From an optimization exercise on the open Yosys and OpenROAD flow, aimed at small area and a short achievable clock period; shortcuts taken in it are not production practice.
No activity file was given, so power comes from the tool's default toggle rates.

== job 2922 ==
==> flow/design.v <==
package brf_pkg;
  localparam int STORE_DEPTH_DEF = 256;
  localparam int DATA_W          = 8;
  localparam int CNT_W           = 11;
  localparam int CNT_MAX         = (2 ** CNT_W) - 1;
  localparam logic [1:0] KIND_WRITE  = 2'd0;
  localparam logic [1:0] KIND_READ   = 2'd1;
  localparam logic [1:0] KIND_FLUSH  = 2'd2;
  localparam logic [1:0] KIND_REWIND = 2'd3;
endpackage
module brf_aoi222 (
  input  logic a0, s0, a1, s1, a2, s2,
  output logic y_n
);
  assign y_n = ~((a0 & s0) | (a1 & s1) | (a2 & s2));
endmodule
module brf_rowhit (
  input  logic [5:0] y_n,
  input  logic       row,
  output logic       hit_n
);
  assign hit_n = ~(row & ~(&y_n));
endmodule
import brf_pkg::*;
module byte_ring_fifo_with_rewind_top (
  input  logic        clk,
  input  logic        rst_n,
  input  logic        in_valid,
  output logic        in_stall,
  input  logic [21:0] in_req,
  output logic        out_valid,
  input  logic        out_stall,
  output logic [41:0] out_rsp,
  input  logic        cfg_valid,
  output logic        cfg_ready,
  input  logic [10:0] cfg_data
);
  logic [1:0]  kind;
  logic [7:0]  data_in;
  logic [10:0] rc;
  logic        last;
  assign kind    = in_req[21:20];
  assign data_in = in_req[19:12];
  assign rc      = in_req[11:1];
  assign last    = in_req[0];
  logic [8:0]  depth_r;
  logic [7:0]  rp_r, wp_r;
  logic [8:0]  held_r;
  logic [8:0]  free_r;
  logic [10:0] bc_r;
  logic        clr_r;
  logic [7:0]  clr_cnt_r;
  logic        s1_valid_r, out_valid_r;
  logic        s1_rd_r;
  logic [15:0] s1_rhi_r, s1_rlo_r;
  logic        s1_acc_r;
  logic [8:0]  s1_fill_r;
  logic [10:0] s1_val_r;
  logic        s1_rw_r;
  logic [7:0]  o_data_r;
  logic        o_acc_r;
  logic [8:0]  o_fill_r;
  logic [10:0] o_bm_r;
  logic [8:0]  o_rew_r;
  logic        in_acc, s1_move;
  logic        is_w, is_r, is_f, is_rw;
  logic        full, empty;
  logic        w_ok, r_ok;
  logic [7:0]  rp_inc, wp_inc, rp_d;
  logic        rp_wrap, wp_wrap;
  logic        rc_big, rc_le_rp;
  logic [7:0]  rp_sub, rp_sub_d, rp_back;
  logic [8:0]  rew;
  logic [10:0] bc_inc, bc_mv;
  logic [7:0]  rp_nxt, wp_nxt;
  logic [8:0]  held_nxt, free_nxt;
  logic [10:0] bc_nxt;
  logic [8:0]  depth_cfg;
  assign cfg_ready = 1'b1;
  assign in_stall  = clr_r | (s1_valid_r & out_valid_r & out_stall);
  assign in_acc    = in_valid & ~in_stall;
  assign s1_move   = s1_valid_r & (~out_valid_r | ~out_stall);
  assign is_w  = (kind == KIND_WRITE);
  assign is_r  = (kind == KIND_READ);
  assign is_f  = (kind == KIND_FLUSH);
  assign is_rw = (kind == KIND_REWIND);
  assign full    = (free_r == 9'd0);
  assign empty   = (held_r == 9'd0);
  assign rp_wrap = ({1'b0, rp_r} == depth_r - 9'd1);
  assign wp_wrap = ({1'b0, wp_r} == depth_r - 9'd1);
  assign rp_inc  = rp_wrap ? 8'd0 : rp_r + 8'd1;
  assign wp_inc  = wp_wrap ? 8'd0 : wp_r + 8'd1;
  assign rp_d    = rp_r + depth_r[7:0];
  assign bc_inc  = (bc_r == 11'(CNT_MAX)) ? bc_r : bc_r + 11'd1;
  assign rc_big   = (rc > {2'b00, free_r});
  assign rc_le_rp = ({3'b000, rp_r} >= rc);
  assign rp_sub   = rp_r - rc[7:0];
  assign rp_sub_d = rp_d - rc[7:0];
  assign rp_back  = rc_big ? wp_r : (rc_le_rp ? rp_sub : rp_sub_d);
  assign rew      = rc_big ? free_r : rc[8:0];
  assign w_ok  = is_w & ~full;
  assign r_ok  = is_r & ~empty;
  assign bc_mv = (w_ok | r_ok) ? bc_inc : bc_r;
  always_comb begin
    rp_nxt   = rp_r;
    wp_nxt   = wp_r;
    held_nxt = held_r;
    free_nxt = free_r;
    bc_nxt   = bc_r;
    case (kind)
      KIND_WRITE: begin
        if (!full) begin
          wp_nxt   = wp_inc;
          held_nxt = held_r + 9'd1;
          free_nxt = free_r - 9'd1;
        end
        bc_nxt = last ? 11'd0 : bc_mv;
      end
      KIND_READ: begin
        if (!empty) begin
          rp_nxt   = rp_inc;
          held_nxt = held_r - 9'd1;
          free_nxt = free_r + 9'd1;
        end
        bc_nxt = last ? 11'd0 : bc_mv;
      end
      KIND_FLUSH: begin
        rp_nxt   = wp_r;
        held_nxt = 9'd0;
        free_nxt = depth_r;
      end
      default: begin
        rp_nxt   = rp_back;
        held_nxt = rc_big ? depth_r : held_r + rc[8:0];
        free_nxt = rc_big ? 9'd0 : free_r - rc[8:0];
      end
    endcase
  end
  assign depth_cfg = (cfg_data == 11'd0) ? 9'd1 :
                     (cfg_data > 11'd256) ? 9'd256 : cfg_data[8:0];
  always_ff @(posedge clk) begin
    if (!rst_n) begin
      depth_r <= 9'd256;
      rp_r    <= '0;
      wp_r    <= '0;
      held_r  <= '0;
      free_r  <= 9'd256;
      bc_r    <= '0;
    end else if (cfg_valid) begin
      depth_r <= depth_cfg;
      rp_r    <= '0;
      wp_r    <= '0;
      held_r  <= '0;
      free_r  <= depth_cfg;
      bc_r    <= '0;
    end else if (in_acc) begin
      rp_r    <= rp_nxt;
      wp_r    <= wp_nxt;
      held_r  <= held_nxt;
      free_r  <= free_nxt;
      bc_r    <= bc_nxt;
    end
  end
  always_ff @(posedge clk) begin
    if (!rst_n) begin
      clr_r     <= 1'b1;
      clr_cnt_r <= '0;
    end else if (clr_r) begin
      clr_cnt_r <= clr_cnt_r + 8'd1;
      if (clr_cnt_r == 8'd255) begin
        clr_r <= 1'b0;
      end
    end
  end
  always_ff @(posedge clk) begin
    if (!rst_n) begin
      s1_valid_r  <= 1'b0;
      out_valid_r <= 1'b0;
    end else begin
      if (in_acc) begin
        s1_valid_r <= 1'b1;
      end else if (s1_move) begin
        s1_valid_r <= 1'b0;
      end
      if (s1_move) begin
        out_valid_r <= 1'b1;
      end else if (!out_stall) begin
        out_valid_r <= 1'b0;
      end
    end
  end
  always_ff @(posedge clk) begin
    if (in_acc) begin
      s1_rd_r   <= r_ok;
      s1_rhi_r  <= r_ok ? rhi : 16'd0;
      s1_rlo_r  <= rlo;
      s1_acc_r  <= w_ok | r_ok | is_f | is_rw;
      s1_fill_r <= held_nxt;
      s1_val_r  <= is_rw ? {2'b00, rew} : (((is_w | is_r) & last) ? bc_mv : 11'd0);
      s1_rw_r   <= is_rw;
    end
    if (s1_move) begin
      o_data_r <= rd_raw ^ {8{ph_r & s1_rd_r}};
      o_acc_r  <= s1_acc_r;
      o_fill_r <= s1_fill_r;
      o_bm_r   <= s1_rw_r ? 11'd0 : s1_val_r;
      o_rew_r  <= s1_rw_r ? s1_val_r[8:0] : 9'd0;
    end
  end
  assign out_valid = out_valid_r;
  assign out_rsp   = {o_data_r, o_acc_r, 2'b00, o_fill_r, o_bm_r, 2'b00, o_rew_r};
  logic [7:0]   mem [256];
  logic         ph_r;
  logic         st_we;
  logic [7:0]   st_wa, st_wd;
  assign st_we = clr_r | (in_acc & w_ok);
  assign st_wa = clr_r ? clr_cnt_r : wp_r;
  assign st_wd = clr_r ? 8'd0 : data_in;
  logic [2:0]   pend_r;
  logic [7:0]   w1_addr_r;
  logic [7:0]   w1_z_r;
  always_ff @(posedge clk) begin
    if (!rst_n) ph_r <= 1'b0;
    else        ph_r <= ~ph_r;
  end
  logic [2:0]   new_g;
  logic [6:0]   gaddr [3];
  logic [7:0]   z [3];
  function automatic logic [1:0] grp(input logic [7:0] a);
    grp = a[0] ? 2'd2 : ((a[7:1] == 7'd0) ? 2'd0 : 2'd1);
  endfunction
  always_comb begin
    for (int g = 0; g < 3; g++) begin
      new_g[g]  = st_we & (grp(st_wa) == 2'(g));
      gaddr[g]  = pend_r[g] ? w1_addr_r[7:1] : st_wa[7:1];
      z[g]      = ({8{new_g[g]}} & (st_wd ^ {8{ph_r}}))
                | ({8{pend_r[g]}} & w1_z_r);
    end
  end
  always_ff @(posedge clk) begin
    pend_r    <= new_g;
    w1_addr_r <= st_wa;
    w1_z_r    <= ~(st_wd ^ {8{ph_r}});
  end
  logic [255:0] wsel;
  always_comb begin
    for (int i = 0; i < 256; i++) begin
      if (i == 0)          wsel[i] = 1'b1;
      else if (i % 2 == 0) wsel[i] = (gaddr[1] == 7'(i / 2));
      else                 wsel[i] = (gaddr[2] == 7'(i / 2));
    end
  end
  for (genvar i = 0; i < 256; i++) begin : g_ent
    localparam int G = (i == 0) ? 0 : ((i % 2 == 0) ? 1 : 2);
    always_ff @(posedge clk) begin
      mem[i] <= ~(mem[i] | ({8{wsel[i]}} & z[G]));
    end
  end
  logic [7:0]   rd_raw;
  logic [15:0]  rhi, rlo;
  logic [15:0]  hit_n [8];
  always_comb begin
    for (int i = 0; i < 16; i++) begin
      rhi[i] = (rp_r[7:4] == 4'(i));
      rlo[i] = (rp_r[3:0] == 4'(i));
    end
  end
  for (genvar b = 0; b < 8; b++) begin : g_bit
    for (genvar r = 0; r < 16; r++) begin : g_row
      logic [5:0] y_n;
      for (genvar k = 0; k < 5; k++) begin : g_grp
        brf_aoi222 u_aoi (
          .a0 (mem[16*r+3*k][b]),   .s0 (s1_rlo_r[3*k]),
          .a1 (mem[16*r+3*k+1][b]), .s1 (s1_rlo_r[3*k+1]),
          .a2 (mem[16*r+3*k+2][b]), .s2 (s1_rlo_r[3*k+2]),
          .y_n (y_n[k])
        );
      end
      assign y_n[5] = ~(mem[16*r+15][b] & s1_rlo_r[15]);
      brf_rowhit u_hit (.y_n(y_n), .row(s1_rhi_r[r]), .hit_n(hit_n[b][r]));
    end
    assign rd_raw[b] = ~(&hit_n[b]);
  end
endmodule
export LEC_CHECK = 0
export ABC_CLOCK_PERIOD_IN_PS = 3000
export CAP_MARGIN = 20
export CORE_MARGIN = 2
export CORE_UTILIZATION = 50
export CTS_BUF_LIST = sky130_fd_sc_hd__clkbuf_8
export CTS_CLUSTER_DIAMETER = 50
export CTS_CLUSTER_SIZE = 16
export SETUP_SLACK_MARGIN = 3.0
export SLEW_MARGIN = 20
export SYNTH_HIERARCHICAL = 1
create_clock -name core_clock -period 6.3 [get_ports {clk}]
run.sh (not shown) runs the stock make flow with config.mk's settings and CLKGATE_MAP_FILE= SYNTH_SCRIPT=/design/flow/synth_recipe.tcl, a recipe that flattens the netlist after the stock synthesis.
### job 2922 -> job 3711
-- flow/design.v --
<<< job 2922, line 218
  assign st_wd = clr_r ? 8'd0 : data_in;
  logic [2:0]   pend_r;
  logic [7:0]   w1_addr_r;
  logic [7:0]   w1_z_r;
  always_ff @(posedge clk) begin
>>> job 3711, line 218
  assign st_wd = clr_r ? 8'd0 : data_in;
  logic [2:0]   pend_r;
  logic [7:0]   w1_z_r;
  always_ff @(posedge clk) begin
<<< job 2922, line 225
  end
  logic [2:0]   new_g;
  logic [6:0]   gaddr [3];
  logic [7:0]   z [3];
  function automatic logic [1:0] grp(input logic [7:0] a);
    grp = a[0] ? 2'd2 : ((a[7:1] == 7'd0) ? 2'd0 : 2'd1);
>>> job 3711, line 224
  end
  logic [2:0]   new_g;
  logic [6:0]   gaddr_r [1:2];
  logic [7:0]   z [3];
  logic [7:0]   wp_d, cnt_d, wa_d;
  logic         clr_d;
  assign wp_d  = !rst_n ? 8'd0 : cfg_valid ? 8'd0 : in_acc ? wp_nxt : wp_r;
  assign clr_d = !rst_n | (clr_r & (clr_cnt_r != 8'd255));
  assign cnt_d = !rst_n ? 8'd0 : clr_r ? clr_cnt_r + 8'd1 : clr_cnt_r;
  assign wa_d  = clr_d ? cnt_d : wp_d;
  function automatic logic [1:0] grp(input logic [7:0] a);
    grp = a[0] ? 2'd2 : ((a[7:1] == 7'd0) ? 2'd0 : 2'd1);
<<< job 2922, line 233
    for (int g = 0; g < 3; g++) begin
      new_g[g]  = st_we & (grp(st_wa) == 2'(g));
      gaddr[g]  = pend_r[g] ? w1_addr_r[7:1] : st_wa[7:1];
      z[g]      = ({8{new_g[g]}} & (st_wd ^ {8{ph_r}}))
                | ({8{pend_r[g]}} & w1_z_r);
>>> job 3711, line 238
    for (int g = 0; g < 3; g++) begin
      new_g[g]  = st_we & (grp(st_wa) == 2'(g));
      z[g]      = ({8{new_g[g]}} & (st_wd ^ {8{ph_r}}))
                | ({8{pend_r[g]}} & w1_z_r);
<<< job 2922, line 240
  always_ff @(posedge clk) begin
    pend_r    <= new_g;
    w1_addr_r <= st_wa;
    w1_z_r    <= ~(st_wd ^ {8{ph_r}});
  end
  logic [255:0] wsel;
>>> job 3711, line 244
  always_ff @(posedge clk) begin
    pend_r    <= new_g;
    w1_z_r    <= ~(st_wd ^ {8{ph_r}});
    for (int g = 1; g < 3; g++) begin
      gaddr_r[g] <= new_g[g] ? st_wa[7:1] : wa_d[7:1];
    end
  end
  logic [255:0] wsel;
<<< job 2922, line 247
    for (int i = 0; i < 256; i++) begin
      if (i == 0)          wsel[i] = 1'b1;
      else if (i % 2 == 0) wsel[i] = (gaddr[1] == 7'(i / 2));
      else                 wsel[i] = (gaddr[2] == 7'(i / 2));
    end
  end
>>> job 3711, line 253
    for (int i = 0; i < 256; i++) begin
      if (i == 0)          wsel[i] = 1'b1;
      else if (i % 2 == 0) wsel[i] = (gaddr_r[1] == 7'(i / 2));
      else                 wsel[i] = (gaddr_r[2] == 7'(i / 2));
    end
  end
Findings:
- In terms of chip width, job 2922 and job 3711 differ only marginally.
- Growth of design area from synthesis to finish: job 3711 vs job 2922 down 1.2 points
- In job 3711 relative to job 2922, total design power had gone up slightly.
- Of job 2922 and job 3711, the run reporting the higher shortest clock period the worst path allows after layout was job 3711.
- Job 2922 and job 3711 ended up with nearly the same core region area.
- Average wire per standard cell (lower): job 2922
- Job 3711 completed end to end with timing, DRC and antenna clean.
- The higher maximum frequency came out of job 2922.
Function was not checked in any run of this note: the RTL went through the layout flow alone.

-- afterwards: timing with drivers on the ports --
How much do the figures lean on ideal ports? The routed layouts below were timed once more, with nothing changed but the port constraints. Step 1: set_driving_cell puts a clkbuf_16 on clk and a buf_2 on each other input, an assumption about the parent block. Step 2, shift: input delay + t, output delay - t, t = (earliest + latest rising clock arrival at the registers) / 2. This alone moves slack from input paths to output paths. Three values: ideal, step 1, step 2; two values: the first two.
run	shift t [ns]	slack for setup (ns)	worst hold slack (ns)
job 2922	1.048	2.827 / 2.827 / 2.025	0.409 / 0.409 / 0.409
job 3711	1.043	2.745 / 2.745 / 1.973	0.409 / 0.409 / 0.409
After both steps setup and hold are still met in every run listed. The setup slack of job 2922, which loses most, moves by 0.000 ns with the drivers and by -0.802 ns with both steps.
